From an optimization exercise on the open Yosys and OpenROAD flow, aimed at small area; shortcuts taken in it are not production practice. Function was checked by simulation only, so behaviour that the tests miss may differ from the original. Power figures rest on the tool's default switching activity, not on a simulated workload.

==> flow/design.v <==
module color_mapper_top (
	input  logic        pixel_clk,
	input  logic        arst_n,
	input  logic        blank,
	input  logic        start,
	input  logic        over,
	input  logic        play,
	input  logic [9:0]  draw_x,
	input  logic [9:0]  draw_y,
	input  logic [2:0]  tile,
	input  logic [99:0] bullets,
	input  logic [19:0] enemy_bullet,
	input  logic [39:0] enemy,
	input  logic        enemy_alive,
	input  logic [39:0] player,
	input  logic [1:0]  lives,
	output logic [7:0]  red,
	output logic [7:0]  green,
	output logic [7:0]  blue
);
	localparam logic [3:0] C_BLACK  = 4'd0;
	localparam logic [3:0] C_WHITE  = 4'd1;
	localparam logic [3:0] C_RED    = 4'd2;
	localparam logic [3:0] C_ENEMY  = 4'd3;
	localparam logic [3:0] C_PLAYER = 4'd4;
	localparam logic [3:0] C_LIFE   = 4'd5;
	localparam logic [3:0] C_START  = 4'd6;
	localparam logic [3:0] C_BANNER = 4'd7;
	function automatic logic [10:0] nsum(input logic [9:0] na, input logic [9:0] b);
		logic c;
		c = 1'b0;
		for (int i = 0; i < 10; i++) begin
			nsum[i] = na[i] ^ b[i] ^ c;
			c = (na[i] & b[i]) | (c & (na[i] ^ b[i]));
		end
		nsum[10] = c;
	endfunction
	function automatic logic [2:0] near2(input logic [10:0] s);
		logic hi1, hi0;
		hi1 = ~s[10] & (&s[9:2]);    
		hi0 = s[10] & ~(|s[9:2]);    
		near2[2] = hi1 & (s[1:0] == 2'b11);
		near2[1] = (hi1 & (s[1:0] == 2'b10)) | (hi0 & (s[1:0] == 2'b00));
		near2[0] = (hi1 & (s[1:0] == 2'b01)) | (hi0 & (s[1:0] == 2'b01));
	endfunction
	function automatic logic in_circle(input logic [9:0] nx, input logic [9:0] ny, input logic [19:0] p);
		logic [2:0] ax, ay;
		ax = near2(nsum(nx, p[19:10]));
		ay = near2(nsum(ny, p[9:0]));
		in_circle = (ax[2] & (|ay)) | (ax[1] & (ay[2] | ay[1])) | (ax[0] & ay[2]);
	endfunction
	function automatic logic absle(input logic [9:0] na, input logic [9:0] b, input logic [9:0] h);
		logic [10:0] s;
		logic r;
		s = nsum(na, b);
		r = ~s[10];
		for (int i = 0; i < 10; i++) begin
			logic v;
			v = s[i] ^ ~s[10];
			r = (~v & h[i]) | (~v & r) | (h[i] & r);
		end
		absle = r;
	endfunction
	function automatic logic in_box(input logic [9:0] nx, input logic [9:0] ny, input logic [39:0] b);
		in_box = absle(nx, b[39:30], b[19:10]) & absle(ny, b[29:20], b[9:0]);
	endfunction
	logic [9:0] nx, ny;
	logic       hit_pb, hit_eb, hit_en, hit_pl, hit_life, border, banner;
	logic       ly, l1, l2, l3;
	logic [3:0] code_d, code_q1, code_q2, code_q3;
	assign nx = ~draw_x;
	assign ny = ~draw_y;
	always_comb begin
		hit_pb = 1'b0;
		for (int i = 0; i < 5; i++) hit_pb = hit_pb | in_circle(nx, ny, bullets[20*i +: 20]);
	end
	assign hit_eb = in_circle(nx, ny, enemy_bullet);
	assign hit_en = enemy_alive & in_box(nx, ny, enemy);
	assign hit_pl = in_box(nx, ny, player);
	assign ly = (draw_y >= 10'd15) && (draw_y <= 10'd25);
	assign l1 = (draw_x >= 10'd15) && (draw_x <= 10'd25) && (lives != 2'd3);
	assign l2 = (draw_x >= 10'd35) && (draw_x <= 10'd45) && !lives[1];
	assign l3 = (draw_x >= 10'd55) && (draw_x <= 10'd65) && (lives == 2'd0);
	assign hit_life = ly & (l1 | l2 | l3);
	assign border = (draw_x <= 10'd10);
	assign banner = (draw_x >= 10'd270) && (draw_x <= 10'd370) && (draw_y >= 10'd150) && (draw_y <= 10'd225);
	always_comb begin
		if (!blank)         code_d = C_BLACK;
		else if (start)     code_d = border ? C_BLACK : C_START;
		else if (over)      code_d = banner ? C_BANNER : C_BLACK;
		else if (play) begin
			if (hit_life)      code_d = C_LIFE;
			else if (hit_pl)   code_d = C_PLAYER;
			else if (hit_en)   code_d = C_ENEMY;
			else if (hit_eb)   code_d = C_RED;
			else if (hit_pb)   code_d = C_WHITE;
			else               code_d = {1'b1, tile};
		end else            code_d = C_BLACK;
	end
	always_ff @(posedge pixel_clk or negedge arst_n) begin
		if (!arst_n) begin
			code_q1 <= C_BLACK;
			code_q2 <= C_BLACK;
			code_q3 <= C_BLACK;
		end else begin
			code_q1 <= code_d;
			code_q2 <= code_q1;
			code_q3 <= code_q2;
		end
	end
	logic [23:0] rgb;
	always_comb begin
		case (code_q3)
			C_WHITE:  rgb = 24'hffffff;
			C_RED:    rgb = 24'hff0000;
			C_ENEMY:  rgb = 24'hd08020;
			C_PLAYER: rgb = 24'h2060ff;
			C_LIFE:   rgb = 24'hffc040;
			C_START:  rgb = 24'h181860;
			C_BANNER: rgb = 24'hc02020;
			4'b1000:  rgb = 24'h4090f0;
			4'b1001:  rgb = 24'h1040c0;
			4'b1010:  rgb = 24'h30a030;
			4'b1011:  rgb = 24'h807060;
			4'b1100:  rgb = 24'h704018;
			4'b1101:  rgb = 24'h207020;
			default:  rgb = 24'h000000;
		endcase
	end
	assign red   = rgb[23:16];
	assign green = rgb[15:8];
	assign blue  = rgb[7:0];
endmodule
==> flow/flow/run.sh <==
#!/bin/bash
set -o pipefail
cp standard.sh standard_copy.txt
export BUFFER_PORTS_ARGS="-buffer_cell sky130_fd_sc_hd__buf_1"
bash standard.sh > standard.log 2>&1
==> flow/standard.sh <==
#!/bin/bash
# synth_recipe.tcl (not shown) runs the flow's synth.tcl, then flattens the netlist and writes it again
# the make line also repeats each setting of config.mk as NAME=value (left out here)
make -C /OpenROAD-flow-scripts/flow DESIGN_CONFIG=/design/flow/config.mk WORK_HOME=/design/flow/orfs CLKGATE_MAP_FILE= SYNTH_SCRIPT=/design/flow/synth_recipe.tcl "${@:-finish}"
==> flow/config.mk <==
export PLATFORM = sky130hd
export DESIGN_NAME = color_mapper_top
export DESIGN_NICKNAME = color_mapper_top
export VERILOG_FILES = /design/flow/design.v
export SDC_FILE = /design/flow/constraint.sdc
export NUM_CORES = 4
export LEC_CHECK = 0
export ABC_AREA = 1
export CAP_MARGIN = 20
export CORE_MARGIN = 2
export CORE_UTILIZATION = 40
export PLACE_DENSITY = 0.6
export SLEW_MARGIN = 20
==> flow/constraint.sdc <==
create_clock -name core_clock -period 15.0 [get_ports {pixel_clk}]
set_input_delay 3.0000 -clock core_clock [delete_from_list [all_inputs] [get_ports {pixel_clk}]]
set_output_delay 3.0000 -clock core_clock [all_outputs]
set_load 0.01 [all_outputs]
==> results of run 1 <==
[synth_stat cells (2+ instances only)]
library cell  number  share of area
nand2_1          146          0.090
fa_1             144           0.47
inv_1            118          0.073
nor2_1            41          0.025
nand3_1           28          0.023
nor4_1            26          0.027
nand4_1           24          0.025
ha_1              22          0.045
xor2_1            22          0.032
o21ai_0           21          0.017
o22ai_1           21          0.022
xnor2_1           13          0.019
a21oi_1           12         0.0098
dfrtp_1           12          0.049
nor3_1             8         0.0066
o211ai_1           8         0.0098
buf_4              7         0.0086
o31ai_1            5         0.0061
a22o_1             4         0.0057
buf_6              3         0.0055
or2_2              3         0.0031
a22o_2             2         0.0033
a31oi_1            2         0.0020
clkbuf_1           2         0.0012
nand2_2            2         0.0020
o21bai_1           2         0.0025
o311ai_0           2         0.0029
[area by class of cell]
| class | instances | area share |
|---|---|---|
| Tap cell | 188 | 0.0323 |
| Multi-Input combinational cell | 567 | 0.723 |
| Sequential cell | 12 | 0.0412 |
| Inverter | 119 | 0.0613 |
| Clock buffer | 3 | 0.0103 |
| Timing Repair Buffer | 255 | 0.131 |
[per-layer routing]
metal | up-vias | track usage | share of wire
li1 | 2803 | - | -
met3 | 20 | 0.0276 | 0.062
met5 | - | 0 | 0
met1 | 2698 | 0.295 | 0.42
met2 | 209 | 0.413 | 0.51
met4 | 0 | 0.0323 | 0.013
[report_power, final]
group          switching, mW  leakage [nW]  total [mW]  internal [mW]
logic                  0.176          3.01       0.307          0.131
registers            0.00208         0.159      0.0366         0.0345
clock network         0.0120        0.0370      0.0466         0.0346
[registers in the layout, summed over array words and instances, names as in the netlist]
signal   flops
code_q1      4
code_q2      4
code_q3      4
[cell usage in the layout (no fill, tap or decap)]
cell type  count
clkbuf_16      3
a21oi_2        1
a31oi_1        2
nand3_1       28
nand4_1       24
inv_1        118
nand2_1      146
o311ai_0       2
o22ai_1       21
dfrtp_1       12
buf_1        255
a21oi_1       12
a22o_2         2
xnor2_1       13
fa_1         144
ha_1          22
o21bai_1       2
nor2_1        41
nand2_2        2
o21ai_0       21
nor3_1         8
o32ai_1        1
nor4b_2        1
xor2_1        22
nor4_1        26
o31ai_1        5
a221oi_1       1
or2_2          3
nand3b_1       1
o41ai_1        1
o211ai_1       8
inv_2          1
a21o_1         1
a22o_1         4
o2111ai_1      1
o221ai_1       1
[stage by stage]
step | std cells | power, mW | setup slack [ns] | instance area (sq um) | utilization
after floorplan | 710 | 0.261 | 7.06 | 6110 | -
after global placement | 1141 | 0.343 | 6.40 | 7210 | 0.479
after detailed placement | 1141 | 0.346 | 6.32 | 7210 | 0.479
after CTS | 1144 | 0.394 | 6.56 | 7280 | 0.484
after global routing | 1144 | 0.443 | 6.11 | 7280 | 0.484
final | 1144 | 0.390 | 6.59 | 7280 | 0.484
[cell families (layout without fill, tap and decap cells)]
kind of cell | Yosys count | after routing | synth area share
AO/OA/AOI/OAI | 86 | 86 | 0.0907
XOR/XNOR | 35 | 35 | 0.0502
adder cells (fa/ha/maj) | 166 | 166 | 0.517
buffers and inverters | 131 | 377 | 0.0885
flip-flops | 12 | 12 | 0.0492
AND/OR/NAND/NOR | 280 | 280 | 0.204
[worst max path at each step]
stage	start	to	slack, ns	depth (start not counted)
floorplan	draw_x[1]	code_q1[2]$_DFF_PN0_	7.06	30
global placement	draw_y[1]	code_q1[2]$_DFF_PN0_	6.40	29
detailed placement	draw_y[0]	code_q1[2]$_DFF_PN0_	6.32	30
CTS	draw_y[0]	code_q1[2]$_DFF_PN0_	6.56	30
global route	draw_x[0]	code_q1[1]$_DFF_PN0_	6.11	30
finish	draw_y[0]	code_q1[2]$_DFF_PN0_	6.59	30
==> reports/metrics.yaml, run 1 <==
run_status:
  status: "timing/DRC/antenna clean"
floorplanning:
  die_h_um: 128
  core_sq_um: 15000
  initial_core_util: 0.406
  rows: 45
  die_area_sq_um: 16300
  die_x_um: 128
  io_pins: 256
sta:
  drv_slew: 0
  finalSetupTns_ns: 0
  hold_viol_final: 0
  slew_headroom: 0.429
  setup-violations-final: 0
  rsz0062_at_grt: "no"
  fmax_mhz: 119
  period_needed_ns: 8.41
  fin_skew_ns: 0.000190
  period_share: 0.561
  worst_pin_slew_ns: 0.856
  fin_hold_ws_ns: 0.344
finish:
  nNetsFinal: 1356
  drive_above_1_share: 0.0136
  multiInputGateArea_sq_um: 5270
  fill_cells: 1544
  areaGrowthSynthToFinish_pct: 19.2
  ff_latch_area_sq_um: 300
  n_antenna_cell: 0
worst_setup_path:
  crit_path_start_kind: "primary input"
  critPathSlowestCell: "fa_1"
  cpMostUsedCell: "nand2_1"
  crit_buf_inv: 4
  reg2reg_slack_ns: 14.53
  slowest_delay_ns: 0.53
  end_kind: "register"
  path_delay_family: "adder cells"
  critPathMaxFanout: 11
  r2r_cells: 0
  crit_required_ns: 15.10
  r2r-end: "code_q3[3]$_DFF_PN0_"
  critPathKind: "primary input to register"
  arrival_ns: 8.51
  r2r_start: "code_q2[3]$_DFF_PN0_"
cts:
  clock_path_buffers: 2
  cts-htree-levels: 1
  cts_resized: 0
  numCtsBuffers: 3
  cts_tree: "yes"
  ctsHoldBuffers: 0
  cts-root-buf: "clkbuf_16"
  clkLatencyLatePin_ns: 0.23
  cts.sinks: 12
  clk_pin_slew_worst_paths_ns: 0.04
  post_cts_buffers: 0
routing:
  antenna_left: 0
  drc_errors: 0
  routedWlPerCell_um: 16.0
  dr.pass1.iters: 5
  vias: 5730
  drt_iter0_drc: 259
  vias_per_cell: 5.01
  postRouteWirelength_um: 18300
worst_hold_path:
  whs_path_depth: 0
  hold_start: "code_q2[1]$_DFF_PN0_"
  whs_endpoint: "code_q3[1]$_DFF_PN0_"
  hp-class: "register to register"
yosys:
  async_reset_ff_frac: 1.00
  syn_area_per_cell_sq_um: 8.60
  netlist_area_sq_um: 6110
  syn-num-nets: 1108
  synth_ff_type: "dfrtp_1"
  ys_warn_count: 1
  ys_seq_area_frac: 0.0492
  post_synth_num_cell_types: 37
  synth_edf_count: 0
  synth_cells: 710
  ys_ff_latch: 12
placement:
  port_buffers: 255
  place.gp.congestion: 0.909
  dp_hpwl_um: 16300
job:
  maxCapViolCount: 0
pwr:
  p_per_area_nw_per_um2: 53.6
  ir_worst_vdd_uv: 35.7
  p_leak_nw: 3.20
global_route:
  grt_pass1_vias: 5840
  grt_pass1_wl_um: 28500
  grt_util_all_layers: 0.226
  gr-total-overflow: 0
  grt_max_degree: 14
  grt_antenna_before_repair: 0
==> run 2, diff against run 1 <==
==> flow/run.sh (new file) <==
#!/bin/bash
# synth_recipe.tcl (not shown) runs the flow's synth.tcl, then flattens the netlist and writes it again
# the make line also repeats each setting of config.mk as NAME=value (left out here)
make -C /OpenROAD-flow-scripts/flow DESIGN_CONFIG=/design/flow/config.mk WORK_HOME=/design/flow/orfs CLKGATE_MAP_FILE= SYNTH_SCRIPT=/design/flow/synth_recipe.tcl finish
--- a/flow/config.mk
+++ b/flow/config.mk
@@ -7,3 +7,2 @@
 export LEC_CHECK = 0
-export ABC_AREA = 1
 export CAP_MARGIN = 20
removed: flow/flow/run.sh
removed: flow/standard.sh
==> reports/metrics.yaml, run 2 <==
cts:
  cts.sinks: 12  # unchanged
  cts_tree: "yes"  # unchanged
  clkLatencyLatePin_ns: 0.24  # was 0.23 ns
  cts-htree-levels: 1  # unchanged
  ctsHoldBuffers: 0  # unchanged
  numCtsBuffers: 3  # unchanged
  cts-root-buf: "clkbuf_16"  # unchanged
  clk_pin_slew_worst_paths_ns: 0.04  # about the same
  clock_path_buffers: 2  # unchanged
  cts_resized: 0  # unchanged
  post_cts_buffers: 0  # unchanged
worst_setup_path:
  arrival_ns: 9.45  # was 8.51 ns
  critPathKind: "primary input to register"  # unchanged
  crit_required_ns: 15.17  # was 15.10 ns
  critPathSlowestCell: "clkdlybuf4s50_1"  # was fa_1
  path_delay_family: "adder cells"  # unchanged
  cpMostUsedCell: "fa_1"  # was nand2_1
  cp_cell_sequence: "clkdlybuf4s50_1 > inv_1 > fa_1 > fa_1 > fa_1 > fa_1 > fa_1 > fa_1 > fa_1 > fa_1 > fa_1 > nand2_1 > or4_1 > a211oi_1 > a222oi_1 > and3b_1 > o211ai_2 > and4b_1"
  end_kind: "register"  # unchanged
  slowest_delay_ns: 0.59  # was 0.53 ns
  crit_buf_inv: 2  # was 4
  critPathMaxFanout: 8  # was 11
  crit_path_start_kind: "primary input"  # unchanged
sta:
  rsz0062_at_grt: "no"  # unchanged
  worst_pin_slew_ns: 0.814  # was 0.856 ns
  slew_headroom: 0.457  # was 0.429
  finalSetupTns_ns: 0  # unchanged
  setup-violations-final: 0  # unchanged
  fin_skew_ns: 0.00311  # was 0.000190 ns
  hold_viol_final: 0  # unchanged
  fmax_mhz: 108  # was 119 MHz
  period_needed_ns: 9.27  # was 8.41 ns
  fin_ws_ns: 5.73  # was 6.59 ns
  period_share: 0.618  # was 0.561
  drv_slew: 0  # unchanged
yosys:
  synth_edf_count: 0  # unchanged
  async_reset_ff_frac: 1.00  # unchanged
  yosys-top-cells-area: "fa_1, dfrtp_1, ha_1"  # was fa_1, nand2_1, inv_1
  synthMostInstantiatedCell: "fa_1"  # was nand2_1
  syn-num-nets: 1029  # was 1108
  synth_cells: 631  # was 710
  ys_seq_area_frac: 0.0475  # was 0.0492
  syn_area_per_cell_sq_um: 10.0  # was 8.60 sq um
  ys_ff_latch: 12  # unchanged
  netlist_area_sq_um: 6320  # was 6110 sq um
  yosysTopAreaCell: "fa_1"  # unchanged
  ys_warn_count: 1  # unchanged
  synth_ff_type: "dfrtp_1"  # unchanged
  synth_top_area_share: 0.456  # was 0.472
  post_synth_num_cell_types: 74  # was 37
  synth_top_cells_by_count: "fa_1, inv_1, nand2_1"  # was nand2_1, fa_1, inv_1
routing:
  vias: 6107  # was 5730
  drt_iter0_drc: 272  # was 259
  vias_per_cell: 5.62  # was 5.01
  routedWlPerCell_um: 19.9  # was 16.0 um
  dr.pass1.iters: 5  # unchanged
  drc_errors: 0  # unchanged
  postRouteWirelength_um: 21600  # was 18300 um
  antenna_left: 0  # unchanged
finish:
  fill_cells: 1325  # was 1544
  stdcell_count: 1087  # was 1144
  areaGrowthSynthToFinish_pct: 44.5  # was 19.2%
  final_common_cell: "clkdlybuf4s50_1"  # was buf_1
  nNetsFinal: 1274  # was 1356
  fin_area_sq_um: 9140  # was 7280 sq um
  drive_above_1_share: 0.0240  # was 0.0136
  layout_common_cells: "clkdlybuf4s50_1, fa_1, inv_1"  # was buf_1, nand2_1, fa_1
  largestRegisters: "code_q1: 4 flops, code_q2: 4 flops, code_q3: 4 flops"  # unchanged
global_route:
  gr-total-overflow: 0  # unchanged
  grt_pass1_wl_um: 33600  # was 28500 um
  grt_pass1_vias: 6613  # was 5840
  grt_util_all_layers: 0.261  # was 0.226
  grt_antenna_before_repair: 2  # was 0
  grt_max_degree: 27  # was 14
floorplanning:
  die_h_um: 130  # was 128 um
  die_x_um: 130  # was 128 um
  core_sq_um: 15300  # was 15000 sq um
  die_area_sq_um: 16800  # was 16300 sq um
  io_pins: 256  # unchanged
  initial_core_util: 0.413  # was 0.406
  rows: 45  # unchanged
pwr:
  p_per_area_nw_per_um2: 50.8  # was 53.6 nW/um^2
  power_mw: 0.464  # was 0.390 mW
  p_leak_nw: 3.50  # was 3.20 nW
  ir_worst_vdd_uv: 35.5  # was 35.7 uV
run_status:
  status: "timing/DRC/antenna clean"  # unchanged
placement:
  dp_hpwl_um: 18900  # was 16300 um
  placed_cell_area_sq_um: 9050  # was 7210 sq um
  post-place-ws_ns: 5.52  # was 6.32 ns
  port_buffers: 255  # unchanged
  place.gp.congestion: 0.901  # was 0.909
  dp_cells: 1082  # was 1141
job:
  maxCapViolCount: 0  # unchanged
worst_hold_path:
  hp-class: "register to register"  # unchanged
run 2: area by class of cell:
class | count | area (sq um) | area share
timing repair buffer | 256 | 2560 | 0.280
inverter | 67 | 251 | 0.0275
tap | 211 | 264 | 0.0289
sequential | 12 | 300 | 0.0329
antenna | 1 | 2.50 | 0.000274
multi-input combinational | 536 | 5670 | 0.621
clock buffer | 4 | 88.8 | 0.00972
run 2: power by group:
group | switching [mW] | total, mW | leakage (nW) | internal [mW]
clock network | 0.0127 | 0.0528 | 0.0442 | 0.0401
registers | 0.00382 | 0.0386 | 0.160 | 0.0347
logic | 0.184 | 0.373 | 3.30 | 0.189
total | 0.200 | 0.464 | 3.50 | 0.264
run 2: path summary, 6_finish.rpt:
path	from	slack, ns	depth (start not counted)	end
min	code_q2[0]$_DFF_PN0_	0.34	0	code_q3[0]$_DFF_PN0_
max reg2reg	code_q1[1]$_DFF_PN0_	14.51	0	code_q2[1]$_DFF_PN0_
max	draw_x[1]	5.73	18	code_q1[0]$_DFF_PN0_
max in group asynchronous	arst_n	11.52	1	code_q2[1]$_DFF_PN0_
min in group asynchronous	arst_n	3.12	1	code_q1[2]$_DFF_PN0_
min reg2reg	code_q2[0]$_DFF_PN0_	0.34	0	code_q3[0]$_DFF_PN0_
run 2: kinds of logic after synthesis:
family                     synth area share
AOI/OAI and AO/OA                     0.183
DFF                                  0.0475
xor gates and xnor gates             0.0317
buffers and inverters                0.0558
muxes                               0.00831
and+or+nand+nor                       0.171
adders and majority gates             0.503
run 2: metrics by stage:
step	util	hold slack [ns]
global placement	0.591	0.338
detailed placement	0.591	0.335
global route	0.597	0.350
finish	0.597	0.344
CTS	0.596	0.344
floorplan	-	0.331
run 2: routing by layer:
layer  global-route usage  wire length [um]  share of wire  vias to the layer above
li1                     -                 -              -                     2789
met1                0.329              8580           0.40                     3024
met2                0.479             11100           0.51                      260
met3               0.0394              1510          0.070                       32
met4               0.0487               437          0.020                        2
met5                    0                10        0.00046                        -
==> run 3, diff against run 2 <==
==> flow/flow/run.sh (new file) <==
#!/bin/bash
set -euo pipefail
sed 's/yosys synth -nofsm -noshare {\*}\$args/yosys synth -nofsm -noshare -noabc {*}$args/' synth_recipe.tcl > my_synth.tcl
grep -q -- '-noabc' my_synth.tcl
sed "s#SYNTH_SCRIPT=[^ ]*#SYNTH_SCRIPT=$PWD/my_synth.tcl#" standard.sh > my_standard.sh
grep -q 'my_synth.tcl' my_standard.sh
export BUFFER_PORTS_ARGS="-buffer_cell sky130_fd_sc_hd__buf_1"
bash my_standard.sh > standard.log 2>&1
==> flow/standard.sh (new file) <==
#!/bin/bash
# synth_recipe.tcl (not shown) runs the flow's synth.tcl, then flattens the netlist and writes it again
# the make line also repeats each setting of config.mk as NAME=value (left out here)
make -C /OpenROAD-flow-scripts/flow DESIGN_CONFIG=/design/flow/config.mk WORK_HOME=/design/flow/orfs CLKGATE_MAP_FILE= SYNTH_SCRIPT=/design/flow/synth_recipe.tcl "${@:-finish}"
--- a/flow/config.mk
+++ b/flow/config.mk
@@ -7,2 +7,3 @@
 export LEC_CHECK = 0
+export ABC_AREA = 1
 export CAP_MARGIN = 20
removed: flow/run.sh
==> reports/metrics.yaml, run 3 <==
run_status:
  status: "timing/DRC/antenna clean"  # unchanged
yosys:
  synth_top_area_share: 0.435  # was 0.456
  yosysTopAreaCell: "fa_1"  # unchanged
  ys_seq_area_frac: 0.0453  # was 0.0475
  synth_ff_type: "dfrtp_1"  # unchanged
  ys_warn_count: 1  # unchanged
  syn_area_per_cell_sq_um: 7.79  # was 10.0 sq um
  ys_ff_latch: 12  # unchanged
  netlist_area_sq_um: 6630  # was 6320 sq um
  synth_top_cells_by_count: "inv_1, nand2_1, fa_1"  # was fa_1, inv_1, nand2_1
  syn-num-nets: 1247  # was 1029
  synthMostInstantiatedCell: "inv_1"  # was fa_1
  yosys-top-cells-area: "fa_1, inv_1, nand2_1"  # was fa_1, dfrtp_1, ha_1
  post_synth_num_cell_types: 42  # was 74
  synth_edf_count: 0  # unchanged
  synth_cells: 851  # was 631
  async_reset_ff_frac: 1.00  # unchanged
finish:
  layout_common_cells: "buf_1, inv_1, nand2_1"  # was clkdlybuf4s50_1, fa_1, inv_1
  areaGrowthSynthToFinish_pct: 20.5  # was 44.5%
  final_common_cell: "buf_1"  # was clkdlybuf4s50_1
  utilization: 0.487  # was 0.597
  n_antenna_cell: 0  # was 1
  nNetsFinal: 1513  # was 1274
  drive_above_1_share: 0.0305  # was 0.0240
  largestRegisters: "code_q1: 4 flops, code_q2: 4 flops, code_q3: 4 flops"  # unchanged
placement:
  dp_hpwl_um: 16700  # was 18900 um
  post-place-ws_ns: 5.84  # was 5.52 ns
  place.gp.congestion: 0.901  # about the same
  port_buffers: 255  # unchanged
routing:
  antenna_left: 0  # unchanged
  drt_iter0_drc: 235  # was 272
  vias_per_cell: 4.64  # was 5.62
  routedWlPerCell_um: 14.2  # was 19.9 um
  dr.pass1.iters: 4  # was 5
  postRouteWirelength_um: 19000  # was 21600 um
  drc_errors: 0  # unchanged
  vias: 6197  # was 6107
worst_setup_path:
  slowest_delay_ns: 0.61  # was 0.59 ns
  critPathKind: "primary input to register"  # unchanged
  r2r-end: "code_q3[1]$_DFF_PN0_"  # was code_q2[1]$_DFF_PN0_
  r2r_cells: 0  # unchanged
  path_delay_family: "adder cells"  # unchanged
  crit_required_ns: 15.18  # was 15.17 ns
  critPathSlowestCell: "fa_1"  # was clkdlybuf4s50_1
  arrival_ns: 9.06  # was 9.45 ns
  critPathMaxFanout: 11  # was 8
  crit_path_start_kind: "primary input"  # unchanged
  crit_buf_inv: 4  # was 2
  r2r_start: "code_q2[1]$_DFF_PN0_"  # was code_q1[1]$_DFF_PN0_
  reg2reg_slack_ns: 14.53  # was 14.51 ns
  end_kind: "register"  # unchanged
  cpMostUsedCell: "fa_1"  # unchanged
sta:
  fin_ws_ns: 6.12  # was 5.73 ns
  fin_skew_ns: 0.000536  # was 0.00311 ns
  drv_slew: 0  # unchanged
  setup-violations-final: 0  # unchanged
  hold_viol_final: 0  # unchanged
  period_share: 0.592  # was 0.618
  slew_headroom: 0.579  # was 0.457
  fmax_mhz: 113  # was 108 MHz
  period_needed_ns: 8.88  # was 9.27 ns
  worst_pin_slew_ns: 0.632  # was 0.814 ns
  rsz0062_at_grt: "no"  # unchanged
  finalSetupTns_ns: 0  # unchanged
global_route:
  grt_pass1_vias: 6402  # was 6613
  grt_pass1_wl_um: 31000  # was 33600 um
  grt_max_degree: 13  # was 27
  gr-total-overflow: 0  # unchanged
  grt_antenna_before_repair: 0  # was 2
  grt_util_all_layers: 0.223  # was 0.261
worst_hold_path:
  hold_start: "code_q2[0]$_DFF_PN0_"  # unchanged
  whs_path_depth: 0  # unchanged
  hp-class: "register to register"  # unchanged
  whs_endpoint: "code_q3[0]$_DFF_PN0_"  # unchanged
cts:
  cts-root-buf: "clkbuf_16"  # unchanged
  clock_path_buffers: 2  # unchanged
  cts_tree: "yes"  # unchanged
  cts.sinks: 12  # unchanged
  clk_pin_slew_worst_paths_ns: 0.04  # about the same
  post_cts_buffers: 0  # unchanged
  ctsHoldBuffers: 0  # unchanged
  cts_resized: 0  # unchanged
  clkLatencyLatePin_ns: 0.24  # about the same
  cts-htree-levels: 1  # unchanged
  numCtsBuffers: 3  # unchanged
floorplanning:
  initial_core_util: 0.404  # was 0.413
  die_x_um: 133  # was 130 um
  die_area_sq_um: 17600  # was 16800 sq um
  die_h_um: 133  # was 130 um
  rows: 47  # was 45
  io_pins: 256  # unchanged
  core_sq_um: 16400  # was 15300 sq um
job:
  maxCapViolCount: 0  # unchanged
pwr:
  p_per_area_nw_per_um2: 51.6  # was 50.8 nW/um^2
  ir_worst_vdd_uv: 56.4  # was 35.5 uV
  power_mw: 0.412  # was 0.464 mW
  p_leak_nw: 3.91  # was 3.50 nW
run 3: cell types whose count changed after synthesis, sizes merged, moves of 8 or more:
cell	change
o21ai	+11
xor2	+11
inv	+187
nand2	+106
nor4b	-11
or4	-9
nor2b	-20
a21oi	-10
a211oi	-8
nand2b	-10
nand3	+15
o221ai	-8
nor2	+18
run 3: layout make-up:
| cell class | count | area, sq um |
|---|---|---|
| fillers | 1691 | 8420 |
| repair buffers | 273 | 1090 |
| inverters | 254 | 953 |
| well taps | 220 | 275 |
| flip-flops and latches | 12 | 300 |
| multi-input cells | 573 | 5280 |
| clock buffers | 4 | 88.8 |
run 3: stage by stage:
step | hold WS, ns | area, sq um | cells
after floorplan | 0.331 | 6630 | 851
after global placement | 0.331 | 7900 | 1332
after detailed placement | 0.336 | 7900 | 1332
after CTS | 0.346 | 7990 | 1336
after global routing | 0.346 | 7990 | 1336
final | 0.344 | 7990 | 1336
run 3: how the worst max path moves through the flow:
| stage | from | endpoint | slack (ns) | cells past startpoint |
|---|---|---|---|---|
| after CTS | draw_y[0] | code_q1[1]$_DFF_PN0_ | 6.09 | 30 |
| after detailed placement | draw_y[0] | code_q1[1]$_DFF_PN0_ | 5.84 | 30 |
| after global routing | draw_x[0] | code_q1[1]$_DFF_PN0_ | 5.63 | 30 |
| after global placement | draw_y[0] | code_q1[1]$_DFF_PN0_ | 5.98 | 30 |
| after floorplan | draw_x[0] | code_q1[1]$_DFF_PN0_ | 6.79 | 29 |
| final | draw_x[0] | code_q1[1]$_DFF_PN0_ | 6.12 | 30 |
run 3: report_power, final:
group	switching [mW]	total, mW	internal, mW
clock	0.0138	0.0540	0.0402
combinational	0.185	0.322	0.137
sequential	0.00186	0.0363	0.0345
run 3: logic make-up after synthesis:
group / after synthesis / share of synthesized area
adders and majority gates: 164 / 0.473
AOI/OAI and AO/OA: 93 / 0.0914
xor gates and xnor gates: 33 / 0.0436
buffers and inverters: 266 / 0.159
DFF: 12 / 0.0453
and+or+nand+nor: 283 / 0.188
run 3: layer usage:
layer / track usage / wire length [um] / up-vias
met5: 0 / 0 / -
met4: 0.0299 / 222 / 0
met3: 0.0180 / 931 / 12
met2: 0.410 / 9700 / 180
met1: 0.294 / 8180 / 2876
li1: - / - / 3129
==> run 4, diff against run 3 <==
--- a/flow/design.v
+++ b/flow/design.v
@@ -28,10 +28,10 @@
 	localparam logic [3:0] C_BANNER = 4'd7;
-	function automatic logic [10:0] nsum(input logic [9:0] na, input logic [9:0] b);
-		logic c;
-		c = 1'b0;
+	function automatic logic [10:0] nsum(input logic [9:0] a, input logic [9:0] b);
+		logic w;
+		w = 1'b0;
 		for (int i = 0; i < 10; i++) begin
-			nsum[i] = na[i] ^ b[i] ^ c;
-			c = (na[i] & b[i]) | (c & (na[i] ^ b[i]));
+			nsum[i] = ~(a[i] ^ b[i] ^ w);
+			w = (~a[i] & b[i]) | (w & ~(a[i] ^ b[i]));
 		end
-		nsum[10] = c;
+		nsum[10] = w;
 	endfunction
@@ -70,4 +70,4 @@
 	logic [3:0] code_d, code_q1, code_q2, code_q3;
-	assign nx = ~draw_x;
-	assign ny = ~draw_y;
+	assign nx = draw_x;
+	assign ny = draw_y;
 	always_comb begin
==> reports/metrics.yaml, run 4 <==
run_status:
  status: "timing/DRC/antenna clean"  # unchanged
finish:
  fin_area_sq_um: 7160  # was 7990 sq um
  multiInputGateArea_sq_um: 5260  # was 5280 sq um
  final_common_cell: "buf_1"  # unchanged
  largestRegisters: "code_q1: 4 flops, code_q2: 4 flops, code_q3: 4 flops"  # unchanged
  drive_above_1_share: 0.0119  # was 0.0305
  areaGrowthSynthToFinish_pct: 19.8  # was 20.5%
  fill_cells: 1464  # was 1691
  stdcell_count: 1107  # was 1336
  nNetsFinal: 1320  # was 1513
  layout_common_cells: "buf_1, fa_1, nand2_1"  # was buf_1, inv_1, nand2_1
  n_antenna_cell: 0  # unchanged
  ff_latch_area_sq_um: 300  # unchanged
yosys:
  async_reset_ff_frac: 1.00  # unchanged
  ys_ff_latch: 12  # unchanged
  syn-num-nets: 1071  # was 1247
  synth_cells: 675  # was 851
  yosys-top-cells-area: "fa_1, nand2_1, inv_1"  # was fa_1, inv_1, nand2_1
  ys_seq_area_frac: 0.0503  # was 0.0453
  netlist_area_sq_um: 5980  # was 6630 sq um
  synth_ff_type: "dfrtp_1"  # unchanged
  syn_area_per_cell_sq_um: 8.85  # was 7.79 sq um
  synthMostInstantiatedCell: "fa_1"  # was inv_1
  ys_warn_count: 1  # unchanged
  yosysTopAreaCell: "fa_1"  # unchanged
  synth_edf_count: 0  # unchanged
  synth_top_cells_by_count: "fa_1, nand2_1, inv_1"  # was inv_1, nand2_1, fa_1
  synth_top_area_share: 0.482  # was 0.435
  post_synth_num_cell_types: 39  # was 42
sta:
  period_share: 0.588  # was 0.592
  setup-violations-final: 0  # unchanged
  fin_hold_ws_ns: 0.340  # was 0.344 ns
  drv_slew: 0  # unchanged
  rsz0062_at_grt: "no"  # unchanged
  fmax_mhz: 113  # about the same
  finalSetupTns_ns: 0  # unchanged
  period_needed_ns: 8.81  # was 8.88 ns
  worst_pin_slew_ns: 0.821  # was 0.632 ns
  hold_viol_final: 0  # unchanged
  slew_headroom: 0.452  # was 0.579
  fin_skew_ns: 0.00195  # was 0.000536 ns
floorplanning:
  die_h_um: 126  # was 133 um
  die_area_sq_um: 15900  # was 17600 sq um
  initial_core_util: 0.410  # was 0.404
  core_sq_um: 14600  # was 16400 sq um
  die_x_um: 126  # was 133 um
  io_pins: 256  # unchanged
  rows: 44  # was 47
cts:
  ctsHoldBuffers: 0  # unchanged
  post_cts_buffers: 0  # unchanged
  cts-root-buf: "clkbuf_16"  # unchanged
  clk_pin_slew_worst_paths_ns: 0.04  # about the same
  cts_tree: "yes"  # unchanged
  cts_resized: 0  # unchanged
  cts.sinks: 12  # unchanged
  clkLatencyLatePin_ns: 0.24  # about the same
  cts-htree-levels: 1  # unchanged
  numCtsBuffers: 3  # unchanged
  clock_path_buffers: 2  # unchanged
worst_hold_path:
  whs_path_depth: 0  # unchanged
  hp-class: "register to register"  # unchanged
  whs_endpoint: "code_q3[3]$_DFF_PN0_"  # was code_q3[0]$_DFF_PN0_
  hold_start: "code_q2[3]$_DFF_PN0_"  # was code_q2[0]$_DFF_PN0_
worst_setup_path:
  critPathSlowestCell: "fa_1"  # unchanged
  cpMostUsedCell: "nand2_1"  # was fa_1
  critPathMaxFanout: 11  # unchanged
  reg2reg_slack_ns: 14.53  # about the same
  end_kind: "register"  # unchanged
  critPathKind: "primary input to register"  # unchanged
  r2r-end: "code_q2[0]$_DFF_PN0_"  # was code_q3[1]$_DFF_PN0_
  crit_path_start_kind: "primary input"  # unchanged
  arrival_ns: 8.94  # was 9.06 ns
  r2r_start: "code_q1[0]$_DFF_PN0_"  # was code_q2[1]$_DFF_PN0_
  slowest_delay_ns: 0.60  # was 0.61 ns
  crit_required_ns: 15.12  # was 15.18 ns
  r2r_cells: 0  # unchanged
pwr:
  power_mw: 0.396  # was 0.412 mW
  clockPowerShare: 0.135  # was 0.131
  seqPwrFrac: 0.091  # was 0.088
  internal_power_mw: 0.205  # was 0.212 mW
  ir_worst_vdd_uv: 32.5  # was 56.4 uV
  p_leak_nw: 3.03  # was 3.91 nW
  combPwrFrac: 0.774  # was 0.781
  p_per_area_nw_per_um2: 55.4  # was 51.6 nW/um^2
  power_switching_share: 0.483  # was 0.486
  power_switching_mw: 0.192  # was 0.200 mW
placement:
  place.gp.congestion: 0.883  # was 0.901
  dp_cells: 1103  # was 1332
  placed_cell_area_sq_um: 7070  # was 7900 sq um
  dp_hpwl_um: 16300  # was 16700 um
  port_buffers: 255  # unchanged
routing:
  antenna_left: 0  # unchanged
  dr.pass1.iters: 5  # was 4
  drc_errors: 0  # unchanged
  vias_per_cell: 5.14  # was 4.64
  postRouteWirelength_um: 18500  # was 19000 um
  drt_iter0_drc: 322  # was 235
  vias: 5689  # was 6197
  routedWlPerCell_um: 16.7  # was 14.2 um
global_route:
  gr-total-overflow: 0  # unchanged
  grt_max_degree: 13  # unchanged
  grt_antenna_before_repair: 0  # unchanged
  grt_pass1_vias: 5969  # was 6402
  grt_pass1_wl_um: 29500  # was 31000 um
  grt_util_all_layers: 0.236  # was 0.223
job:
  maxCapViolCount: 0  # unchanged
==> run 4: cell count changes after synthesis, moves of 7 or more <==
cell	delta
inv_1	-167
nand2_1	-24
nand3_1	+16
nor2_1	+14
nor3_1	-7
o21ai_0	-20
o22ai_1	+7
==> run 4: power groups by stage <==
stage / clock network (mW) / registers, mW / logic (mW)
6_report: 0.0536 / 0.0360 / 0.307
5_1_grt: 0.0558 / 0.0362 / 0.356
4_1_cts: 0.0547 / 0.0359 / 0.309
3_5_place_dp: 0 / 0.0364 / 0.307
3_3_place_gp: 0 / 0.0364 / 0.305
2_1_floorplan: 0 / 0.0357 / 0.221
==> run 4: metal layers <==
| metal | vias up | routed length (um) | GRT usage |
|---|---|---|---|
| met4 | 0 | 422 | 0.0504 |
| met5 | - | 0 | 0 |
| met1 | 2683 | 7250 | 0.295 |
| li1 | 2739 | - | - |
| met3 | 32 | 1480 | 0.0467 |
| met2 | 235 | 9320 | 0.423 |
==> run 4: worst max-delay path by stage <==
| stage | startpoint | end | slack [ns] | cells past startpoint |
|---|---|---|---|---|
| floorplan | draw_y[0] | code_q1[0]$_DFF_PN0_ | 6.76 | 29 |
| global placement | draw_y[1] | code_q1[2]$_DFF_PN0_ | 6.00 | 31 |
| detailed placement | draw_y[1] | code_q1[2]$_DFF_PN0_ | 5.95 | 31 |
| CTS | draw_y[1] | code_q1[2]$_DFF_PN0_ | 6.20 | 31 |
| global route | draw_x[1] | code_q1[0]$_DFF_PN0_ | 5.68 | 33 |
| finish | draw_y[0] | code_q1[2]$_DFF_PN0_ | 6.19 | 32 |
==> run 4: cell type report <==
cell class,instances,share of cell area
clock buffers,4,0.0124
repair buffers,255,0.134
flip-flops and latches,12,0.0419
inverters,87,0.0456
well taps,184,0.0321
multi-input cells,565,0.734
==> run 4: worst max-delay path, delay by kind of cell <==
kind            cells  cell delay, ns
fa+ha+maj          11            4.29
buf+inv             3            0.48
simple gates       16            0.90
compound gates      2            0.26
==> run 4: cells by family (layout without fill, tap and decap cells) <==
| kind of cell | after synthesis | after routing | share of synthesized area |
|---|---|---|---|
| AOI/OAI and AO/OA | 89 | 89 | 0.101 |
| xor gates and xnor gates | 32 | 32 | 0.0482 |
| adders and majority gates | 164 | 164 | 0.524 |
| buffers and inverters | 98 | 346 | 0.0697 |
| DFF | 12 | 12 | 0.0503 |
| and+or+nand+nor | 280 | 280 | 0.207 |
==> run 4: metrics by stage <==
step,util,setup WS (ns)
5_1_grt,0.491,5.68
3_5_place_dp,0.485,5.95
6_report,0.491,6.19
3_3_place_gp,0.485,6.00
2_1_floorplan,-,6.76
4_1_cts,0.491,6.20
==> run 5, diff against run 4 <==
==> flow/flow/run.sh (replaced) <==
#!/bin/bash
# Layout flow: the standard ORFS flow (standard.sh) with three changes.
#  1. Yosys 'synth' runs with -noabc, so the RTL's gate-level ripple adders reach extract_fa
#     as written (no pre-mapping by 'abc -fast' that scrambles their polarity).
#  2. The final ABC technology mapping uses abc_map.script (area-oriented &nf mapping)
#     instead of ORFS's abc_area.script. Everything else in synthesis (no fsm/share passes,
#     flatten, renaming of function nets, register mapping) is the standard flow's synthesis unchanged.
#  3. Port buffers use sky130_fd_sc_hd__buf_1.
# Tool output: standard.log here, and ORFS's own logs under orfs/logs.
set -euo pipefail
HERE=$PWD
python3 - "$FLOW_HOME/scripts/synth.tcl" "$HERE/my_synth_core.tcl" "$HERE/flow/abc_map.script" <<'PY'
import sys
src, dst, script = sys.argv[1:4]
s = open(src).read()
old = "  log_cmd abc {*}$abc_args\n"
assert s.count(old) == 1
s = s.replace(old, "  set abc_args [lreplace $abc_args 1 1 %s]\n" % script + old)
open(dst, "w").write(s)
PY
sed -e 's/yosys synth -nofsm -noshare {\*}\$args/yosys synth -nofsm -noshare -noabc {*}$args/' \
    -e "s#source \$::env(SCRIPTS_DIR)/synth.tcl#source $HERE/my_synth_core.tcl#" synth_recipe.tcl > my_synth.tcl
grep -q -- '-noabc' my_synth.tcl
grep -q 'my_synth_core.tcl' my_synth.tcl
sed "s#SYNTH_SCRIPT=[^ ]*#SYNTH_SCRIPT=$HERE/my_synth.tcl#" standard.sh > my_standard.sh
grep -q 'my_synth.tcl' my_standard.sh
export BUFFER_PORTS_ARGS="-buffer_cell sky130_fd_sc_hd__buf_1"
bash my_standard.sh > standard.log 2>&1
==> flow/flow/abc_map.script (new file) <==
strash
&get -n
&dch -f
&nf -R 1000
&put
topo
stime -c
buffer -c
upsize -c
dnsize -c
--- a/flow/config.mk
+++ b/flow/config.mk
@@ -11,2 +11,3 @@
 export CORE_UTILIZATION = 40
+export CTS_BUF_LIST = sky130_fd_sc_hd__clkbuf_2
 export PLACE_DENSITY = 0.6
==> reports/metrics.yaml, run 5 <==
worst_setup_path:
  cpMostUsedCell: "fa_1"  # was nand2_1
  critPathMaxFanout: 11  # unchanged
  r2r_start: "code_q2[2]$_DFF_PN0_"  # was code_q1[0]$_DFF_PN0_
  critPathSlowestCell: "fa_1"  # unchanged
  slowest_delay_ns: 0.64  # was 0.60 ns
  arrival_ns: 10.17  # was 8.94 ns
  crit_path_start_kind: "primary input"  # unchanged
  critPathKind: "primary input to register"  # unchanged
  crit_required_ns: 15.20  # was 15.12 ns
  end_kind: "register"  # unchanged
  startpoint: "draw_y[1]"  # was draw_y[0]
  crit_buf_inv: 3  # unchanged
  path_delay_family: "adder cells"  # unchanged
finish:
  areaGrowthSynthToFinish_pct: 19.4  # was 19.8%
  nNetsFinal: 1197  # was 1320
  ff_latch_area_sq_um: 300  # unchanged
  multiInputGateArea_sq_um: 5240  # was 5260 sq um
  drive_above_1_share: 0.0175  # was 0.0119
  fill_cells: 1374  # was 1464
  stdcell_count: 980  # was 1107
  fin_area_sq_um: 6850  # was 7160 sq um
  largestRegisters: "code_q1: 4 flops, code_q2: 4 flops, code_q3: 4 flops"  # unchanged
  layout_common_cells: "buf_1, fa_1, xor2_1"  # was buf_1, fa_1, nand2_1
  n_antenna_cell: 0  # unchanged
  final_common_cell: "buf_1"  # unchanged
yosys:
  synth_top_family_by_area: "adder cells"  # unchanged
  synthMuxAreaShare: 0  # unchanged
  ys_ff_latch: 12  # unchanged
  synth-xor-area-share: 0.0550  # was 0.0482
  synth_top_cells_by_count: "fa_1, xor2_1, nor2_1"  # was fa_1, nand2_1, inv_1
  synth_ff_type: "dfrtp_1"  # unchanged
  ys_warn_count: 1  # unchanged
  synth_fa_ha_area_frac: 0.556  # was 0.524
  yosys-top-cells-area: "fa_1, xor2_1, dfrtp_1"  # was fa_1, nand2_1, inv_1
  ys_seq_area_frac: 0.0524  # was 0.0503
  synth-compound-area-share: 0.142  # was 0.101
  async_reset_ff_frac: 1.00  # unchanged
  netlist_area_sq_um: 5740  # was 5980 sq um
  syn-num-nets: 952  # was 1071
  synth_top_area_share: 0.503  # was 0.482
  syn_area_per_cell_sq_um: 10.3  # was 8.85 sq um
  synth_edf_count: 0  # unchanged
  yosysTopAreaCell: "fa_1"  # unchanged
  post_synth_num_cell_types: 56  # was 39
  synth_simple_gate_area_share: 0.161  # was 0.207
  synthMostInstantiatedCell: "fa_1"  # unchanged
  synth_cells: 556  # was 675
sta:
  drv_slew: 0  # unchanged
  fmax_mhz: 100  # was 113 MHz
  finalSetupTns_ns: 0  # unchanged
  setup-violations-final: 0  # unchanged
  period_share: 0.665  # was 0.588
  worst_pin_slew_ns: 0.768  # was 0.821 ns
  fin_skew_ns: 0.000766  # was 0.00195 ns
  fin_ws_ns: 5.03  # was 6.19 ns
  hold_viol_final: 0  # unchanged
  rsz0062_at_grt: "no"  # unchanged
  period_needed_ns: 9.97  # was 8.81 ns
  slew_headroom: 0.487  # was 0.452
placement:
  dp_hpwl_um: 16100  # was 16300 um
  dp_cells: 976  # was 1103
  place.gp.congestion: 0.946  # was 0.883
  placed_cell_area_sq_um: 6830  # was 7070 sq um
  port_buffers: 255  # unchanged
  post-place-ws_ns: 4.72  # was 5.95 ns
pwr:
  p_per_area_nw_per_um2: 51.1  # was 55.4 nW/um^2
  ir_worst_vdd_uv: 23.6  # was 32.5 uV
  p_leak_nw: 2.47  # was 3.03 nW
routing:
  postRouteWirelength_um: 18500  # about the same
  antenna_left: 0  # unchanged
  dr.pass1.iters: 5  # unchanged
  drc_errors: 0  # unchanged
  routedWlPerCell_um: 18.8  # was 16.7 um
  vias_per_cell: 5.63  # was 5.14
  drt_iter0_drc: 360  # was 322
  vias: 5514  # was 5689
global_route:
  grt_antenna_before_repair: 0  # unchanged
  grt_max_degree: 18  # was 13
  grt_util_all_layers: 0.239  # was 0.236
  grt_pass1_vias: 5700  # was 5969
  grt_pass1_wl_um: 27600  # was 29500 um
  gr-total-overflow: 0  # unchanged
cts:
  cts-htree-levels: 1  # unchanged
  clock_path_buffers: 2  # unchanged
  numCtsBuffers: 3  # unchanged
  ctsHoldBuffers: 0  # unchanged
  cts_tree: "yes"  # unchanged
  cts.sinks: 12  # unchanged
  cts-root-buf: "clkbuf_2"  # was clkbuf_16
  post_cts_buffers: 0  # unchanged
  clk_pin_slew_worst_paths_ns: 0.12  # was 0.04 ns
  clkLatencyLatePin_ns: 0.27  # was 0.24 ns
  cts_resized: 0  # unchanged
floorplanning:
  io_pins: 256  # unchanged
  die_x_um: 124  # was 126 um
  die_h_um: 124  # was 126 um
  rows: 43  # was 44
  initial_core_util: 0.412  # was 0.410
  die_area_sq_um: 15300  # was 15900 sq um
  core_sq_um: 13900  # was 14600 sq um
job:
  maxCapViolCount: 0  # unchanged
run_status:
  status: "timing/DRC/antenna clean"  # unchanged
worst_hold_path:
  hp-class: "register to register"  # unchanged
  hold_start: "code_q1[3]$_DFF_PN0_"  # was code_q2[3]$_DFF_PN0_
run 5: final timing paths:
kind,endpoint,slack (ns),cells past startpoint
setup / recovery,code_q1[1]$_DFF_PN0_,5.03,26
hold / removal,code_q2[3]$_DFF_PN0_,0.36,0
setup reg to reg,code_q3[2]$_DFF_PN0_,14.50,0
hold reg to reg,code_q2[3]$_DFF_PN0_,0.36,0
max in group asynchronous,code_q3[0]$_DFF_PN0_,11.88,1
min in group asynchronous,code_q3[2]$_DFF_PN0_,2.71,1
run 5: power by group:
group          internal [mW]  switching, mW
combinational          0.130          0.167
clock                0.00579         0.0109
sequential            0.0343        0.00260
total                  0.170          0.180
run 5: metal layers:
layer | part of all wire | vias up | track usage | wire, um
met3 | 0.078 | 35 | 0.0224 | 1440
met4 | 0.031 | 0 | 0.0696 | 571
met2 | 0.51 | 271 | 0.433 | 9360
li1 | - | 2499 | - | -
met5 | 0 | - | 0 | 0
met1 | 0.38 | 2709 | 0.303 | 7090
run 5: kinds of logic (layout without fill, tap and decap cells):
logic type | after synthesis | after routing
AO/OA/AOI/OAI | 122 | 122
buffers and inverters | 43 | 287
XOR/XNOR | 36 | 36
adder cells (fa/ha/maj) | 169 | 169
AND/OR/NAND/NOR | 174 | 174
flip-flops | 12 | 12
run 5: through the flow:
stage | hold slack, ns | power, mW | util
global placement | 0.333 | 0.322 | 0.490
global route | 0.372 | 0.392 | 0.491
finish | 0.359 | 0.350 | 0.491
floorplan | 0.331 | 0.243 | -
CTS | 0.364 | 0.351 | 0.491
detailed placement | 0.336 | 0.333 | 0.490
run 5: final cells by class:
cell class              instances  share of cell area
clock buffers                   3             0.00219
well taps                     180              0.0329
multi-input cells             501               0.765
inverters                      28              0.0153
repair buffers                255               0.140
clock inverters                 1            0.000548
flip-flops and latches         12              0.0439
==> run 6, diff against run 5 <==
==> flow/flow/abc_map.script (replaced) <==
strash
&get -n
&deepsyn -T 60
&dch -f
&nf -R 1000
&put
strash
&get -n
&dch -f
&nf -R 1000
&put
topo
--- a/flow/config.mk
+++ b/flow/config.mk
@@ -11,3 +11,5 @@
 export CORE_UTILIZATION = 40
-export CTS_BUF_LIST = sky130_fd_sc_hd__clkbuf_2
+export CTS_BUF_LIST = sky130_fd_sc_hd__clkbuf_4
+export CTS_CLUSTER_DIAMETER = 300
+export CTS_CLUSTER_SIZE = 30
 export PLACE_DENSITY = 0.6
==> reports/metrics.yaml, run 6 <==
yosys:
  synth_cells: 511  # was 556
  netlist_area_sq_um: 5500  # was 5740 sq um
  synth-compound-area-share: 0.136  # was 0.142
  ys_seq_area_frac: 0.0546  # was 0.0524
  syn_area_per_cell_sq_um: 10.8  # was 10.3 sq um
  async_reset_ff_frac: 1.00  # unchanged
  synth_top_area_share: 0.524  # was 0.503
  synth_edf_count: 0  # unchanged
  synthMostInstantiatedCell: "fa_1"  # unchanged
  ys_ff_latch: 12  # unchanged
  synth_ff_type: "dfrtp_1"  # unchanged
  syn-num-nets: 907  # was 952
  synthMuxAreaShare: 0  # unchanged
  post_synth_num_cell_types: 41  # was 56
  synth_top_family_by_area: "adder cells"  # unchanged
  synth_top_cells_by_count: "fa_1, xor2_1, clkinv_1"  # was fa_1, xor2_1, nor2_1
  synth_fa_ha_area_frac: 0.570  # was 0.556
  yosysTopAreaCell: "fa_1"  # unchanged
  synth-xor-area-share: 0.0589  # was 0.0550
  synth_simple_gate_area_share: 0.151  # was 0.161
  yosys-top-cells-area: "fa_1, xor2_1, dfrtp_1"  # unchanged
  ys_warn_count: 1  # unchanged
finish:
  multiInputGateArea_sq_um: 5040  # was 5240 sq um
  fin_area_sq_um: 6660  # was 6850 sq um
  largestRegisters: "code_q1: 4 flops, code_q2: 4 flops, code_q3: 4 flops"  # unchanged
  layout_common_cells: "buf_1, fa_1, xor2_1"  # unchanged
  ff_latch_area_sq_um: 300  # unchanged
  drive_above_1_share: 0.00393  # was 0.0175
  areaGrowthSynthToFinish_pct: 21.1  # was 19.4%
  final_common_cell: "buf_1"  # unchanged
  fill_cells: 1280  # was 1374
  nNetsFinal: 1161  # was 1197
routing:
  postRouteWirelength_um: 17800  # was 18500 um
  vias: 5212  # was 5514
  antenna_left: 0  # unchanged
  vias_per_cell: 5.54  # was 5.63
  drt_iter0_drc: 297  # was 360
  drc_errors: 0  # unchanged
  routedWlPerCell_um: 18.9  # was 18.8 um
  dr.pass1.iters: 5  # unchanged
global_route:
  grt_pass1_vias: 5343  # was 5700
  grt_pass1_wl_um: 27300  # was 27600 um
  grt_max_degree: 13  # was 18
  top_usage_layer: "met2"  # unchanged
  met1_usage: 0.325  # was 0.303
  gr-total-overflow: 0  # unchanged
  met3_usage: 0.0301  # was 0.0224
  grt_antenna_before_repair: 1  # was 0
  grt_util_all_layers: 0.243  # was 0.239
  grt_util_met2: 0.424  # was 0.433
worst_hold_path:
  whs_path_depth: 0  # unchanged
  hp-class: "register to register"  # unchanged
worst_setup_path:
  crit_path_start_kind: "primary input"  # unchanged
  critPathSlowestCell: "fa_1"  # unchanged
  slowest_delay_ns: 0.63  # was 0.64 ns
  cpMostUsedCell: "fa_1"  # unchanged
  end_kind: "register"  # unchanged
  r2r_cells: 0  # unchanged
  critPathMaxFanout: 11  # unchanged
  arrival_ns: 9.73  # was 10.17 ns
  crit_required_ns: 15.12  # was 15.20 ns
  critPathKind: "primary input to register"  # unchanged
floorplanning:
  die_h_um: 121  # was 124 um
  rows: 42  # was 43
  core_sq_um: 13300  # was 13900 sq um
  die_x_um: 121  # was 124 um
  initial_core_util: 0.412  # about the same
  die_area_sq_um: 14700  # was 15300 sq um
  io_pins: 256  # unchanged
pwr:
  ir_worst_vdd_uv: 25.1  # was 23.6 uV
  p_per_area_nw_per_um2: 51.4  # was 51.1 nW/um^2
  power_mw: 0.342  # was 0.350 mW
  p_leak_nw: 2.30  # was 2.47 nW
sta:
  fmax_mhz: 104  # was 100 MHz
  setup-violations-final: 0  # unchanged
  period_share: 0.641  # was 0.665
  period_needed_ns: 9.61  # was 9.97 ns
  fin_skew_ns: 0.0104  # was 0.000766 ns
  slew_headroom: 0.500  # was 0.487
  hold_viol_final: 0  # unchanged
  worst_pin_slew_ns: 0.741  # was 0.768 ns
  finalSetupTns_ns: 0  # unchanged
  rsz0062_at_grt: "no"  # unchanged
  drv_slew: 0  # unchanged
placement:
  placed_cell_area_sq_um: 6630  # was 6830 sq um
  dp_hpwl_um: 15800  # was 16100 um
  port_buffers: 255  # unchanged
  place.gp.congestion: 0.921  # was 0.946
cts:
  ctsHoldBuffers: 0  # unchanged
  cts_resized: 0  # unchanged
  clkLatencyLatePin_ns: 0.27  # about the same
  clock_path_buffers: 2  # unchanged
  cts-htree-levels: 1  # unchanged
  cts-root-buf: "clkbuf_4"  # was clkbuf_2
  post_cts_buffers: 0  # unchanged
  cts_tree: "yes"  # unchanged
  cts.sinks: 12  # unchanged
  numCtsBuffers: 3  # unchanged
  clk_pin_slew_worst_paths_ns: 0.08  # was 0.12 ns
job:
  maxCapViolCount: 0  # unchanged
run_status:
  status: "timing/DRC/antenna clean"  # unchanged
## run 6: cells by family after synthesis
group	Yosys count
AND/OR/NAND/NOR	154
flip-flops	12
AO/OA/AOI/OAI	107
adder cells (fa/ha/maj)	164
XOR/XNOR	37
buffers and inverters	37
## run 6: per-layer routing
layer,routed length [um],share of wire
met5,0,0
met2,8900,0.50
met1,7330,0.41
met4,377,0.021
met3,1210,0.068
## run 6: final timing paths
kind	startpoint	to	slack, ns
max	draw_x[1]	code_q1[2]$_DFF_PN0_	5.39
min in group asynchronous	arst_n	code_q2[2]$_DFF_PN0_	2.71
max reg2reg	code_q2[2]$_DFF_PN0_	code_q3[2]$_DFF_PN0_	14.50
min	code_q1[1]$_DFF_PN0_	code_q2[1]$_DFF_PN0_	0.35
max in group asynchronous	arst_n	code_q2[0]$_DFF_PN0_	11.87
min reg2reg	code_q1[1]$_DFF_PN0_	code_q2[1]$_DFF_PN0_	0.35
## run 6: metrics by stage
step	hold slack (ns)	setup slack (ns)	utilization	instances
2_1_floorplan	0.331	6.07	-	511
3_3_place_gp	0.335	5.19	0.497	936
5_1_grt	0.367	4.83	0.499	940
3_5_place_dp	0.335	5.05	0.497	936
6_report	0.352	5.39	0.499	941
4_1_cts	0.351	5.32	0.499	940
## run 6: where the power goes
part	switching (mW)	internal [mW]	total [mW]
clock	0.0102	0.00962	0.0198
combinational	0.163	0.124	0.286
sequential	0.00186	0.0342	0.0361
total	0.175	0.167	0.342
## run 6: cell type report
type | count | share of cell area
Multi-Input combinational cell | 462 | 0.756
Clock inverter | 1 | 0.000564
Clock buffer | 3 | 0.00338
Tap cell | 176 | 0.0331
Timing Repair Buffer | 255 | 0.144
Inverter | 31 | 0.0175
Antenna cell | 1 | 0.000376
Sequential cell | 12 | 0.0451
## run 6: worst max-delay path, delay by kind of cell
kind | cells | cell delay (ns)
AOI/OAI and AO/OA | 6 | 0.91
adders and majority gates | 10 | 4.17
buffers and inverters | 3 | 0.86
and+or+nand+nor | 6 | 0.78
==> run 7, diff against run 6 <==
--- a/flow/config.mk
+++ b/flow/config.mk
@@ -12,4 +12,2 @@
 export CTS_BUF_LIST = sky130_fd_sc_hd__clkbuf_4
-export CTS_CLUSTER_DIAMETER = 300
-export CTS_CLUSTER_SIZE = 30
 export PLACE_DENSITY = 0.6
==> reports/metrics.yaml, run 7 <==
finish:
  stdcell_count: 941  # unchanged
  areaGrowthSynthToFinish_pct: 21.1  # unchanged
  drive_above_1_share: 0.00393  # unchanged
  fill_cells: 1280  # unchanged
  largestRegisters: "code_q1: 4 flops, code_q2: 4 flops, code_q3: 4 flops"  # unchanged
  nNetsFinal: 1161  # unchanged
  layout_common_cells: "buf_1, fa_1, xor2_1"  # unchanged
  utilization: 0.499  # unchanged
  fin_area_sq_um: 6660  # unchanged
  final_common_cell: "buf_1"  # unchanged
pwr:
  p_leak_nw: 2.30  # unchanged
  ir_worst_vdd_uv: 25.1  # unchanged
  p_per_area_nw_per_um2: 51.4  # unchanged
  power_mw: 0.342  # unchanged
worst_hold_path:
  hold_start: "code_q1[1]$_DFF_PN0_"  # unchanged
  hp-class: "register to register"  # unchanged
placement:
  place.gp.congestion: 0.921  # unchanged
  port_buffers: 255  # unchanged
  placed_cell_area_sq_um: 6630  # unchanged
  dp_hpwl_um: 15800  # unchanged
  dp_cells: 936  # unchanged
  post-place-ws_ns: 5.05  # unchanged
yosys:
  synth_cells: 511  # unchanged
  ys_ff_latch: 12  # unchanged
  synthMostInstantiatedCell: "fa_1"  # unchanged
  ys_warn_count: 1  # unchanged
  syn-num-nets: 907  # unchanged
  synth_top_area_share: 0.524  # unchanged
  synth_ff_type: "dfrtp_1"  # unchanged
  yosys-top-cells-area: "fa_1, xor2_1, dfrtp_1"  # unchanged
  synth_top_cells_by_count: "fa_1, xor2_1, clkinv_1"  # unchanged
  syn_area_per_cell_sq_um: 10.8  # unchanged
  async_reset_ff_frac: 1.00  # unchanged
  ys_seq_area_frac: 0.0546  # unchanged
  yosysTopAreaCell: "fa_1"  # unchanged
  synth_edf_count: 0  # unchanged
  post_synth_num_cell_types: 41  # unchanged
  netlist_area_sq_um: 5500  # unchanged
floorplanning:
  die_x_um: 121  # unchanged
  die_h_um: 121  # unchanged
  initial_core_util: 0.412  # unchanged
  io_pins: 256  # unchanged
  rows: 42  # unchanged
  core_sq_um: 13300  # unchanged
  die_area_sq_um: 14700  # unchanged
cts:
  numCtsBuffers: 3  # unchanged
  cts-root-buf: "clkbuf_4"  # unchanged
  clock_path_buffers: 2  # unchanged
  post_cts_buffers: 0  # unchanged
  clk_pin_slew_worst_paths_ns: 0.08  # about the same
  ctsHoldBuffers: 0  # unchanged
  clkLatencyLatePin_ns: 0.27  # about the same
  cts_tree: "yes"  # unchanged
  cts.sinks: 12  # unchanged
  cts_resized: 0  # unchanged
  cts-htree-levels: 1  # unchanged
routing:
  routedWlPerCell_um: 18.9  # unchanged
  drc_errors: 0  # unchanged
  postRouteWirelength_um: 17800  # unchanged
  antenna_left: 0  # unchanged
  dr.pass1.iters: 5  # unchanged
  drt_iter0_drc: 297  # unchanged
  vias_per_cell: 5.54  # unchanged
  vias: 5212  # unchanged
worst_setup_path:
  critPathMaxFanout: 11  # unchanged
  critPathKind: "primary input to register"  # unchanged
  crit_path_start_kind: "primary input"  # unchanged
  arrival_ns: 9.73  # about the same
  startpoint: "draw_x[1]"  # unchanged
  end_kind: "register"  # unchanged
  crit_required_ns: 15.12  # about the same
  r2r_start: "code_q2[2]$_DFF_PN0_"  # unchanged
sta:
  period_needed_ns: 9.61  # unchanged
  period_share: 0.641  # unchanged
  fin_hold_ws_ns: 0.352  # unchanged
  drv_slew: 0  # unchanged
  fmax_mhz: 104  # unchanged
  slew_headroom: 0.500  # unchanged
  finalSetupTns_ns: 0  # unchanged
  setup-violations-final: 0  # unchanged
  fin_skew_ns: 0.0104  # unchanged
  fin_ws_ns: 5.39  # unchanged
  rsz0062_at_grt: "no"  # unchanged
  hold_viol_final: 0  # unchanged
  worst_pin_slew_ns: 0.741  # unchanged
run_status:
  status: "timing/DRC/antenna clean"  # unchanged
global_route:
  grt_max_degree: 13  # unchanged
  grt_pass1_vias: 5343  # unchanged
  grt_pass1_wl_um: 27300  # unchanged
  grt_antenna_before_repair: 1  # unchanged
  gr-total-overflow: 0  # unchanged
  grt_util_all_layers: 0.243  # unchanged
job:
  maxCapViolCount: 0  # unchanged
==> run 7: kinds of logic after synthesis <==
| group | Yosys count | share of synthesized area |
|---|---|---|
| AO/OA/AOI/OAI | 107 | 0.136 |
| XOR/XNOR | 37 | 0.0589 |
| flip-flops | 12 | 0.0546 |
| buffers and inverters | 37 | 0.0294 |
| AND/OR/NAND/NOR | 154 | 0.151 |
| adder cells (fa/ha/maj) | 164 | 0.570 |
==> run 7: worst paths after layout <==
check	to	slack, ns	cells after the start
hold / removal	code_q2[1]$_DFF_PN0_	0.35	0
setup / recovery	code_q1[2]$_DFF_PN0_	5.39	25
max in group asynchronous	code_q2[0]$_DFF_PN0_	11.87	1
setup reg to reg	code_q3[2]$_DFF_PN0_	14.50	0
hold reg to reg	code_q2[1]$_DFF_PN0_	0.35	0
min in group asynchronous	code_q2[2]$_DFF_PN0_	2.71	1
==> run 7: cell type report <==
| class | instances | area [sq um] | area share |
|---|---|---|---|
| multi-input combinational | 462 | 5040 | 0.756 |
| timing repair buffer | 255 | 957 | 0.144 |
| sequential | 12 | 300 | 0.0451 |
| tap | 176 | 220 | 0.0331 |
| inverter | 31 | 116 | 0.0175 |
| clock buffer | 3 | 22.5 | 0.00338 |
| clock inverter | 1 | 3.75 | 0.000564 |
| antenna | 1 | 2.50 | 0.000376 |
==> run 7: worst max-delay path, stage by stage <==
cell,delay (ns)
buf_1,0.20
clkinv_1,0.56
fa_1,0.63
fa_1,0.38
fa_1,0.39
fa_1,0.38
fa_1,0.39
fa_1,0.38
fa_1,0.40
fa_1,0.39
fa_1,0.61
clkinv_1,0.10
ha_1,0.22
nand2_1,0.07
a221oi_1,0.07
o21ai_0,0.18
o221ai_1,0.13
a21oi_1,0.15
a221oi_1,0.06
o21ai_0,0.32
nand4_1,0.32
nand4_1,0.20
nand2_1,0.06
nand2_1,0.06
nand3_1,0.07
==> run 7: per-layer routing <==
layer | wire [um] | up-vias | GRT usage | part of all wire
met3 | 1210 | 23 | 0.0301 | 0.068
met4 | 377 | 0 | 0.0568 | 0.021
met1 | 7330 | 2561 | 0.325 | 0.41
met5 | 0 | - | 0 | 0
met2 | 8900 | 236 | 0.424 | 0.50
li1 | - | 2392 | - | -
==> run 7: power by group <==
part,switching [mW],internal [mW]
clock,0.0102,0.00962
sequential,0.00186,0.0342
combinational,0.163,0.124

static timing again, ports no longer ideal:
No port has a modelled driver above. Below, the same layouts with a new extraction and two added sets of constraints.
Step 1, drivers: a clkbuf_16 drives pixel_clk and a buf_2 each remaining input, both assumed.
Step 2 also shifts input and output timing later by t, the mid clock arrival at the registers, as if the neighbouring blocks saw the same clock.
Slacks: ideal ports / drivers / drivers and shift; pairs: ideal ports / drivers.
run	t, ns	slack for setup (ns)	worst setup path at the end	latest minus earliest clock arrival (ns)	pins driven straight from the clock port
run 1	0.260	6.590 / 6.573 / 6.313	input to register	0.001 / 0.001	1
run 2	0.267	5.725 / 5.728 / 5.462	input to register	0.003 / 0.003	1
run 3	0.263	6.120 / 6.105 / 5.843	input to register	0.001 / 0.001	1
run 4	0.267	6.187 / 6.192 / 5.926	input to register	0.003 / 0.003	1
run 5	0.284	5.031 / 4.994 / 4.710	input to register	0.001 / 0.000	1
run 6	0.288	5.386 / 5.385 / 5.097	input to register	0.011 / 0.010	1
run 7	0.288	5.386 / 5.385 / 5.097	input to register	0.011 / 0.010	1
After both steps every run listed still meets setup and hold. The setup slack of run 5, which loses most, moves by -0.037 ns with the drivers and by -0.321 ns with both steps.
